From an optimization exercise on the open Yosys and OpenROAD flow, aimed at a short achievable clock period and few clock cycles; shortcuts taken in it are not production practice.
The RTL was checked by simulation tests, not by an equivalence proof against the original design.
The clock input has no modelled driver; a real chip could not lean on it and would need a root buffer or a full tree.
No activity file was given, so power comes from the tool's default toggle rates.

Design arm_fire_controller_core, start of the top module:
module arm_fire_controller_core #(
    parameter int PHASE_BITS = afc_pkg::PHASE_BITS_DEF,
    parameter int LEVEL_BITS = afc_pkg::LEVEL_BITS_DEF
) (
    input  wire logic                            i_clk,
    input  wire logic                            i_rst_n,
    input  wire logic                            i_cfg_valid,
    output logic                                 o_cfg_ready,
    input  wire logic [afc_pkg::CFG_IDX_W-1:0]   i_cfg_index,
    input  wire logic [afc_pkg::CFG_DATA_W-1:0]  i_cfg_data,
    input  wire logic                            i_s_tvalid,
    output logic                                 o_s_tready,
    input  wire logic [afc_pkg::IN_DATA_W-1:0]   i_s_tdata,
    output logic                                 o_m_tvalid,
    input  wire logic                            i_m_tready,
    output logic [afc_pkg::OUT_DATA_W-1:0]       o_m_tdata,
    output logic                                 o_m_tlast
);
    localparam int FAW = 4;              
    localparam int FD  = 1 << FAW;       
    localparam int CAP = FD;             
    assign o_cfg_ready = 1'b1;
    logic        r_rst;                  
    logic        r_rdy;
    logic        r_in_v;
    logic [1:0]  r_in_d;
    logic        r_cfg_v;
    logic [2:0]  r_cfg_idx;
    logic [15:0] r_cfg_d;
    always_ff @(posedge i_clk) begin
        r_rst     <= !i_rst_n;
        r_in_v    <= i_s_tvalid && r_rdy && i_rst_n;
        r_in_d    <= i_s_tdata[1:0];
        r_cfg_v   <= i_cfg_valid && i_rst_n;
        r_cfg_idx <= i_cfg_index;
        r_cfg_d   <= i_cfg_data;
    end
    assign o_s_tready = r_rdy;
    logic [15:0] r_st_m1, r_fi_m1, r_deb;
    logic        r_st_z, r_fi_z, r_deb_max;
    logic [9:0]  r_bl_m1;
    logic        r_bl_z;
    logic [12:0] r_step;
    always_ff @(posedge i_clk) begin
        if (r_rst) begin
  ...
==> flow/config.mk <==
export PLATFORM = sky130hd
export DESIGN_NAME = arm_fire_controller_core
export DESIGN_NICKNAME = arm_fire_controller_core
export VERILOG_FILES = /design/flow/design.v
export SDC_FILE = /design/flow/constraint.sdc
export NUM_CORES = 4
export LEC_CHECK = 0
export ABC_CLOCK_PERIOD_IN_PS = 2500
export CAP_MARGIN = 20
export CORE_MARGIN = 2
export CORE_UTILIZATION = 40
export SLEW_MARGIN = 20
export SYNTH_HIERARCHICAL = 1
==> flow/constraint.sdc <==
create_clock -name core_clock -period 15.0 [get_ports {i_clk}]
set_input_delay 3.0000 -clock core_clock [delete_from_list [all_inputs] [get_ports {i_clk}]]
set_output_delay 3.0000 -clock core_clock [all_outputs]
set_load 0.01 [all_outputs]
standard.sh (not shown) runs the stock make flow with config.mk's settings and CLKGATE_MAP_FILE= SYNTH_SCRIPT=/design/flow/synth_recipe.tcl, a recipe that flattens the netlist after the stock synthesis.
==> flow/flow/run.sh <==
#!/bin/bash
set -euo pipefail
HERE=$(pwd)
MARGIN=${MARGIN:-11.5}
export AFC_ROOT_CELL=sky130_fd_sc_hd__clkinv_16
export AFC_LEAF_CELL=sky130_fd_sc_hd__clkinv_8
export AFC_LEAF_SIZE=16
export AFC_ROOTS=4
bash standard.sh SETUP_SLACK_MARGIN=$MARGIN POST_CTS_TCL=$HERE/flow/cts_post.tcl finish > make_finish.log 2>&1
Other scripts of this flow, unchanged in this note and not shown: flow/flow/cts_post.tcl
Testbench counts at the start, summed over its fixed seeds: cycles 41,111.
Edit:
--- a/flow/flow/run.sh
+++ b/flow/flow/run.sh
@@ -3,3 +3,3 @@
 HERE=$(pwd)
-MARGIN=${MARGIN:-11.5}
+MARGIN=${MARGIN:-11.25}
 export AFC_ROOT_CELL=sky130_fd_sc_hd__clkinv_16
Outcome: The new run went through all stages and came out clean. Wire length went down by about 0.4%. Utilization is lower by 0.41 points. Clock skew drops by 0.011 ns.
No run of this note takes its clock network from TritonCTS; it comes from the design's own scripts or RTL.

* * *

Another version of the RTL of arm_fire_controller_core (not shown whole).
Size: about 3,400 cells after synthesis, ~840 flip-flops, about 52 I/O pins, roughly 44,000 µm² of cells after synthesis.
Settings: LEC_CHECK=0, ABC_CLOCK_PERIOD_IN_PS=2500, CAP_MARGIN=20, CORE_MARGIN=2, CORE_UTILIZATION=40, SLEW_MARGIN=20, SYNTH_HIERARCHICAL=1; clock period 15.0 ns.
==> flow/flow/run.sh <==
#!/bin/bash
set -euo pipefail
HERE=$(pwd)
MARGIN=${MARGIN:-11.4}
export AFC_ROOT_CELL=sky130_fd_sc_hd__inv_16
export AFC_LEAF_CELL=sky130_fd_sc_hd__inv_16
export AFC_LEAF_SIZE=24
export AFC_ROOTS=4
bash standard.sh SETUP_SLACK_MARGIN=$MARGIN POST_CTS_TCL=$HERE/flow/cts_post.tcl finish > make_finish.log 2>&1
Other scripts of this flow, unchanged in this note and not shown: flow/flow/cts_post.tcl
The baseline went through all stages and came out clean.
Testbench counts at the start, summed over its fixed seeds: cycles 41,066.
Change:
--- a/flow/flow/run.sh
+++ b/flow/flow/run.sh
@@ -9 +9,2 @@
-bash standard.sh SETUP_SLACK_MARGIN=$MARGIN POST_CTS_TCL=$HERE/flow/cts_post.tcl finish > make_finish.log 2>&1
+bash standard.sh SETUP_SLACK_MARGIN=$MARGIN POST_CTS_TCL=$HERE/flow/cts_post.tcl \
+  PRE_IO_PLACEMENT_TCL=$HERE/flow/io_pins.tcl finish > make_finish.log 2>&1
==> flow/flow/io_pins.tcl (new file) <==
# Keep every port together in the middle of the left edge, so the input and
# output registers, and the logic between them, sit close to their pins.
set die [[ord::get_db_block] getDieArea]
set h [expr {[ord::dbu_to_microns [$die dy]]}]
set lo [expr {int($h / 2 - 45)}]
set hi [expr {int($h / 2 + 45)}]
set_io_pin_constraint -region left:$lo-$hi -pin_names [get_full_name [get_ports *]]
- CORE_UTILIZATION: 40 -> 55
- PLACE_DENSITY: unset -> 0.72
Now the flow aborted during I/O pin placement, error STA-2204.
Area after synthesis does not change.
Synthesized cell count is unchanged.
Change:
--- a/flow/flow/run.sh
+++ b/flow/flow/run.sh
@@ -10 +10 @@
-  PRE_IO_PLACEMENT_TCL=$HERE/flow/io_pins.tcl finish > make_finish.log 2>&1
+  PRE_CTS_TCL=$HERE/flow/place_out.tcl finish > make_finish.log 2>&1
==> flow/flow/place_out.tcl (new file) <==
# Put each output port's buffer, and the flip-flop that drives it, right
# next to the port's pin, then legalize.
set block [ord::get_db_block]
set core [$block getCoreArea]
proc afc_driver {net} {
  if {$net eq "NULL"} { return "" }
  foreach it [$net getITerms] {
    if {[$it getIoType] eq "OUTPUT"} { return [$it getInst] }
  }
  return ""
}
proc afc_input_net {inst} {
  foreach it [$inst getITerms] {
    if {[$it getIoType] eq "INPUT" && [[$it getMTerm] getSigType] eq "SIGNAL"} { return [$it getNet] }
  }
  return "NULL"
}
set moved 0
foreach bt [$block getBTerms] {
  if {[$bt getIoType] ne "OUTPUT"} { continue }
  set buf [afc_driver [$bt getNet]]
  if {$buf eq ""} { continue }
  set ff [afc_driver [afc_input_net $buf]]
  if {$ff eq "" || ![[$ff getMaster] isSequential]} { continue }
  set bb [$bt getBBox]
  set px [expr {([$bb xMin] + [$bb xMax]) / 2}]
  set py [expr {([$bb yMin] + [$bb yMax]) / 2}]
  # the nearest core point, then one and two cell widths further in
  set cx [expr {min(max($px, [$core xMin]), [$core xMax])}]
  set cy [expr {min(max($py, [$core yMin]), [$core yMax])}]
  set dx [expr {$cx == [$core xMin] ? 1 : ($cx == [$core xMax] ? -1 : 0)}]
  set dy [expr {$cy == [$core yMin] ? 1 : ($cy == [$core yMax] ? -1 : 0)}]
  set i 0
  foreach inst [list $buf $ff] {
    set m [$inst getMaster]
    set w [$m getWidth]; set h [$m getHeight]
    set off [expr {2000 + $i * 6000}]
    set x [expr {$cx + $dx * $off - ($dx < 0 ? $w : 0)}]
    set y [expr {$cy + $dy * $off - ($dy < 0 ? $h : 0)}]
    if {$dx == 0} { set x [expr {$x - $w / 2}] }
    if {$dy == 0} { set y [expr {$y - $h / 2}] }
    $inst setLocation [expr {int($x)}] [expr {int($y)}]
    $inst setPlacementStatus PLACED
    incr i
  }
  incr moved
}
puts "afc_place_out: moved $moved output buffer and flip-flop pairs"
detailed_placement
- CORE_UTILIZATION: 55 -> 40
- PLACE_DENSITY: 0.72 -> unset
removed: flow/flow/io_pins.tcl
Outcome: The changed run finished clean. Area after synthesis does not change. Synthesized cell count is unchanged.
Change:
--- a/flow/flow/run.sh
+++ b/flow/flow/run.sh
@@ -10 +10 @@
-  PRE_CTS_TCL=$HERE/flow/place_out.tcl finish > make_finish.log 2>&1
+  PRE_IO_PLACEMENT_TCL=$HERE/flow/io_pins.tcl finish > make_finish.log 2>&1
==> flow/flow/io_pins.tcl (new file) <==
# Keep every port together in the middle of the left edge, so the input and
# output registers, and the logic between them, sit close to their pins.
set die [[ord::get_db_block] getDieArea]
set h [expr {[ord::dbu_to_microns [$die dy]]}]
set lo [expr {int($h / 2 - 45)}]
set hi [expr {int($h / 2 + 45)}]
set_io_pin_constraint -region left:$lo-$hi -pin_names [get_full_name [get_ports *]]
removed: flow/flow/place_out.tcl
Effect: With this change the flow ended with an error in I/O pin placement; synthesized area stays the same; synthesized cell count stays the same.
In the first and third runs of this note the design's own scripts or RTL, not TritonCTS, make the clock network.

* * *

JK:
Starting RTL as in the previous note.
==> flow/config.mk <==
export PLATFORM = sky130hd
export DESIGN_NAME = arm_fire_controller_core
export DESIGN_NICKNAME = arm_fire_controller_core
export VERILOG_FILES = /design/flow/design.v
export SDC_FILE = /design/flow/constraint.sdc
export NUM_CORES = 4
export LEC_CHECK = 0
export ABC_CLOCK_PERIOD_IN_PS = 2500
export CAP_MARGIN = 20
export CORE_MARGIN = 2
export CORE_UTILIZATION = 55
export PLACE_DENSITY = 0.72
export SLEW_MARGIN = 20
export SYNTH_HIERARCHICAL = 1
==> flow/constraint.sdc <==
create_clock -name core_clock -period 15.0 [get_ports {i_clk}]
set_input_delay 3.0000 -clock core_clock [delete_from_list [all_inputs] [get_ports {i_clk}]]
set_output_delay 3.0000 -clock core_clock [all_outputs]
set_load 0.01 [all_outputs]
==> flow/flow/run.sh <==
#!/bin/bash
set -euo pipefail
HERE=$(pwd)
MARGIN=${MARGIN:-11.4}
export AFC_ROOT_CELL=sky130_fd_sc_hd__inv_16
export AFC_LEAF_CELL=sky130_fd_sc_hd__inv_16
export AFC_LEAF_SIZE=24
export AFC_ROOTS=4
bash standard.sh SETUP_SLACK_MARGIN=$MARGIN POST_CTS_TCL=$HERE/flow/cts_post.tcl \
  PRE_IO_PLACEMENT_TCL=$HERE/flow/io_pins.tcl finish > make_finish.log 2>&1
Other scripts of this flow, unchanged in this note and not shown: flow/flow/cts_post.tcl, flow/flow/io_pins.tcl
JK: no failed stages, no open violations at the end
Testbench counts of JK, summed over its fixed seeds: cycles 41,066.
### JK -> TR
- a change of CORE_UTILIZATION from 55 to 40
- a deleted PLACE_DENSITY that had been 0.72
==> run notes <==
TR completed end to end with timing, DRC and antenna clean.
[TR] peak per-stage delay on the critical path fell 0.03 ns relative to JK
Cmp TR vs JK: via count of the first global-routing pass lower in TR
JK -> TR: total number of tap cells increased by more than a quarter
TR ended up with r_o_level[5] as its startpoint of the most critical setup path; JK ended up with r_o_level[4].
Re clock share of power: JK was lower than TR.
Synthesis-to-layout area growth came out higher on TR than on JK.
Per the comparison of TR with JK, routed wire length lower; minimum hold slack did not really move; number of max-slew violations in the final report comparable.
In every run of this note, the design's own scripts or RTL, not TritonCTS, make the clock network.

* * *

arm_fire_controller_core, a different RTL version from the one above (not shown whole).
Size: roughly 2700 cells after synthesis, roughly 590 flip-flops, about 52 I/O pins.
clock: 15.0 ns
lec_check: 0
abc_clock_period_in_ps: 2500
cap_margin: 20
core_margin: 2
core_utilization: 55
place_density: 0.72
slew_margin: 20
synth_hierarchical: 1
==> flow/flow/run.sh <==
#!/bin/bash
set -euo pipefail
HERE=$(pwd)
MARGIN=${MARGIN:-11.4}
export AFC_ROOT_CELL=sky130_fd_sc_hd__inv_16
export AFC_LEAF_CELL=sky130_fd_sc_hd__clkinv_16
export AFC_LEAF_SIZE=40
export AFC_ROOTS=4
bash standard.sh SETUP_SLACK_MARGIN=$MARGIN POST_CTS_TCL=$HERE/flow/cts_post.tcl \
  PRE_CTS_TCL=$HERE/flow/place_out.tcl finish > make_finish.log 2>&1
==> flow/flow/cts_post.tcl <==
set block [ord::get_db_block]
set db [ord::get_db]
set clk_port_net [$block findNet i_clk]
set root_cell [expr {[info exists ::env(AFC_ROOT_CELL)] ? $::env(AFC_ROOT_CELL) : "sky130_fd_sc_hd__clkbuf_16"}]
set leaf_cell [expr {[info exists ::env(AFC_LEAF_CELL)] ? $::env(AFC_LEAF_CELL) : "sky130_fd_sc_hd__clkbuf_16"}]
set root_master [$db findMaster $root_cell]
set leaf_master [$db findMaster $leaf_cell]
proc in_pin {inst} {
  foreach it [$inst getITerms] {
    if {[$it getIoType] eq "INPUT" && [[$it getMTerm] getSigType] eq "SIGNAL"} { return $it }
  }
}
proc out_pin {inst} {
  foreach it [$inst getITerms] {
    if {[$it getIoType] eq "OUTPUT"} { return $it }
  }
}
set leaf_size [expr {[info exists ::env(AFC_LEAF_SIZE)] ? $::env(AFC_LEAF_SIZE) : 24}]
set n_roots [expr {[info exists ::env(AFC_ROOTS)] ? $::env(AFC_ROOTS) : 4}]

# walk the old tree
set sinks {}
set old_insts {}
set old_nets {}
set todo [list $clk_port_net]
while {[llength $todo]} {
  set net [lindex $todo 0]
  set todo [lrange $todo 1 end]
  foreach it [$net getITerms] {
    if {![$it isInputSignal] && [$it getIoType] ne "INPUT"} { continue }
    set inst [$it getInst]
    set m [$inst getMaster]
    if {[$m isSequential]} {
      lappend sinks $it
    } else {
      lappend old_insts $inst
      foreach ot [$inst getITerms] {
        if {[$ot getIoType] eq "OUTPUT" && [$ot getNet] ne "NULL"} {
          lappend todo [$ot getNet]
          lappend old_nets [$ot getNet]
        }
      }
    }
  }
}
puts "afc_cts: [llength $sinks] sinks, removing [llength $old_insts] cells and [llength $old_nets] nets"
foreach it $sinks { $it disconnect }
foreach inst $old_insts { odb::dbInst_destroy $inst }
foreach net $old_nets { odb::dbNet_destroy $net }

# sink positions
set pts {}
foreach it $sinks {
  set bb [[$it getInst] getBBox]
  lappend pts [list [expr {([$bb xMin] + [$bb xMax]) / 2.0}] [expr {([$bb yMin] + [$bb yMax]) / 2.0}]]
}

# recursive bisection into n groups of (nearly) equal size, cutting the
# longer side of each group's bounding box
proc bisect {items n} {
  if {$n <= 1} { return [list $items] }
  set xs {}; set ys {}
  foreach it $items { lappend xs [lindex $it 1]; lappend ys [lindex $it 2] }
  set xs [lsort -real $xs]; set ys [lsort -real $ys]
  set axis [expr {([lindex $xs end] - [lindex $xs 0]) >= ([lindex $ys end] - [lindex $ys 0]) ? 1 : 2}]
  set sorted [lsort -real -index $axis $items]
  set n1 [expr {$n / 2}]
  set h [expr {int(round([llength $sorted] * double($n1) / $n))}]
  return [concat [bisect [lrange $sorted 0 [expr {$h - 1}]] $n1] \
                 [bisect [lrange $sorted $h end] [expr {$n - $n1}]]]
}
proc centre {items} {
  set sx 0.0; set sy 0.0
  foreach it $items { set sx [expr {$sx + [lindex $it 1]}]; set sy [expr {$sy + [lindex $it 2]}] }
  set n [llength $items]
  return [list [expr {$sx / $n}] [expr {$sy / $n}]]
}
set items {}
set i 0
foreach p $pts { lappend items [list $i [lindex $p 0] [lindex $p 1]]; incr i }
# leaves: a multiple of the root count, at most leaf_size sinks each; the
# first cuts of the bisection then give each root its own block of leaves
set per_root [expr {int(ceil([llength $sinks] / double($leaf_size * $n_roots)))}]
set n_leaf [expr {$per_root * $n_roots}]
set groups {}
foreach rg [bisect $items $n_roots] {
  set groups [concat $groups [bisect $rg $per_root]]
}
set leaf_of [lrepeat [llength $sinks] 0]
set leaf_c {}
set root_of {}
set l 0
foreach g $groups {
  foreach it $g { lset leaf_of [lindex $it 0] $l }
  lappend leaf_c [centre $g]
  lappend root_of [expr {$l / $per_root}]
  incr l
}
set root_c {}
for {set r 0} {$r < $n_roots} {incr r} {
  set sx 0.0; set sy 0.0; set n 0
  foreach c $leaf_c ro $root_of {
    if {$ro == $r} { set sx [expr {$sx + [lindex $c 0]}]; set sy [expr {$sy + [lindex $c 1]}]; incr n }
  }
  lappend root_c [list [expr {$sx / $n}] [expr {$sy / $n}]]
}

proc place_at {inst x y} {
  set m [$inst getMaster]
  set w [$m getWidth]; set h [$m getHeight]
  $inst setLocation [expr {int($x - $w / 2)}] [expr {int($y - $h / 2)}]
  $inst setPlacementStatus PLACED
}

set root_nets {}
for {set r 0} {$r < $n_roots} {incr r} {
  set inst [odb::dbInst_create $block $root_master "afc_clkroot_$r"]
  set net [odb::dbNet_create $block "afc_clknet_root_$r"]
  $net setSigType CLOCK
  [in_pin $inst] connect $clk_port_net
  [out_pin $inst] connect $net
  lassign [lindex $root_c $r] x y
  place_at $inst $x $y
  lappend root_nets $net
}
set leaf_nets {}
for {set l 0} {$l < $n_leaf} {incr l} {
  set inst [odb::dbInst_create $block $leaf_master "afc_clkleaf_$l"]
  set net [odb::dbNet_create $block "afc_clknet_leaf_$l"]
  $net setSigType CLOCK
  [in_pin $inst] connect [lindex $root_nets [lindex $root_of $l]]
  [out_pin $inst] connect $net
  lassign [lindex $leaf_c $l] x y
  place_at $inst $x $y
  lappend leaf_nets $net
}
foreach it $sinks a $leaf_of {
  $it connect [lindex $leaf_nets $a]
}
$clk_port_net setSigType CLOCK
puts "afc_cts: $n_roots root and $n_leaf leaf buffers"

detailed_placement
set_propagated_clock [all_clocks]
estimate_parasitics -placement
report_clock_latency
if {[llength [info procs repair_timing_helper]]} {
  repair_timing_helper
  detailed_placement
  check_placement -verbose
}
Other scripts of this flow, unchanged in this note and not shown: flow/flow/place_out.tcl
Testbench counts at the start, summed over its fixed seeds: cycles 41,111.
Then changed:
==> flow/flow/run.sh (replaced) <==
#!/bin/bash
set -euo pipefail
HERE=$(pwd)
MARGIN=${MARGIN:-11.4}
export AFC_ROOT_CELL=sky130_fd_sc_hd__inv_16
export AFC_LEAF_CELL=sky130_fd_sc_hd__inv_16
export AFC_LEAF_SIZE=24
export AFC_ROOTS=4
bash standard.sh SETUP_SLACK_MARGIN=$MARGIN POST_CTS_TCL=$HERE/flow/cts_post.tcl \
  PRE_CTS_TCL=$HERE/flow/place_out.tcl finish > make_finish.log 2>&1
Result: Worst setup slack got worse by 18 ps; clock power came out higher by 18%; sequential power is about the same; design area barely changes; combinational power barely changes; total power grows by 4.3%.
Then changed:
==> flow/flow/run.sh (replaced) <==
#!/bin/bash
set -euo pipefail
HERE=$(pwd)
MARGIN=${MARGIN:-11.4}
export AFC_ROOT_CELL=sky130_fd_sc_hd__inv_16
export AFC_LEAF_CELL=sky130_fd_sc_hd__clkinv_16
export AFC_LEAF_SIZE=28
export AFC_ROOTS=4
bash standard.sh SETUP_SLACK_MARGIN=$MARGIN POST_CTS_TCL=$HERE/flow/cts_post.tcl \
  PRE_CTS_TCL=$HERE/flow/place_out.tcl finish > make_finish.log 2>&1
- The new run ran to the end with no violations
- clock power drops slightly
- hold slack is about the same
- routed wire length hardly moves
- design area increases slightly
- combinational power barely changes
- via count came out lower slightly
Then changed:
==> flow/flow/run.sh (replaced) <==
#!/bin/bash
set -euo pipefail
HERE=$(pwd)
MARGIN=${MARGIN:-11.4}
export AFC_ROOT_CELL=sky130_fd_sc_hd__inv_16
export AFC_LEAF_CELL=sky130_fd_sc_hd__inv_16
export AFC_LEAF_SIZE=24
export AFC_ROOTS=4
bash standard.sh SETUP_SLACK_MARGIN=$MARGIN POST_CTS_TCL=$HERE/flow/cts_post.tcl \
  PRE_CTS_TCL=$HERE/flow/place_out.tcl finish > make_finish.log 2>&1
CORE_UTILIZATION = 65   (was 55)
PLACE_DENSITY = 0.8   (was 0.72)
Combinational power grows by about 4%.
Global-route usage grows by 6.3 points.
Wire length grows by 4.6%.
Maximum frequency shrinks by about 0.5%.
Register-to-register slack improved by 20 ps.
Critical path depth is unchanged.
Via count grows by about 4%.
Setup slack got worse by 18 ps.
Cell area shrinks by about 1.3%.
First-iteration DRC count grows by about 27%.
Cell count shrinks by about 4.4%.
No run of this note takes its clock network from TritonCTS; it comes from the design's own scripts or RTL.

[what the ideal ports hide]
Ports are ideal in the flow. The routed layouts listed here were re-timed in OpenROAD.
Step 1, drivers: a clkbuf_16 drives i_clk and a buf_2 each remaining input, both assumed.
Step 2 moves the port delays by t, midway between the first and last clock arrival at a register: inputs arrive t later, outputs are due t later. That takes back most of the time a late clock gives input paths.
Three values: ideal ports, drivers, drivers and shift; two values: the first two.
run | shift t [ns] | slack for setup (ns) | cell pins on the clock port's net
the first run of note 1 | 0.512 | 11.070 / 11.001 / 11.047 | 4
the second run of note 1 | 0.504 | 11.184 / 10.994 / 11.031 | 4
the first run of note 2 | 0.500 | 11.233 / 10.976 / 11.022 | 4
the third run of note 2 | 0.506 | 11.309 / 11.050 / 11.024 | 4
JK | 0.482 | 11.170 / 10.924 / 11.141 | 4
TR | 0.482 | 11.173 / 10.930 / 11.139 | 4
the first run of note 4 | 0.398 | 11.379 / 11.148 / 11.199 | 4
the second run of note 4 | 0.431 | 11.361 / 11.128 / 11.195 | 4
the third run of note 4 | 0.414 | 11.380 / 11.147 / 11.196 | 4
the fourth run of note 4 | 0.431 | 11.362 / 11.127 / 11.155 | 4
After both steps setup and hold are still met in every run listed. For the third run of note 2, which loses most, drivers alone change the setup slack by -0.259 ns; drivers and shift together by -0.285 ns.
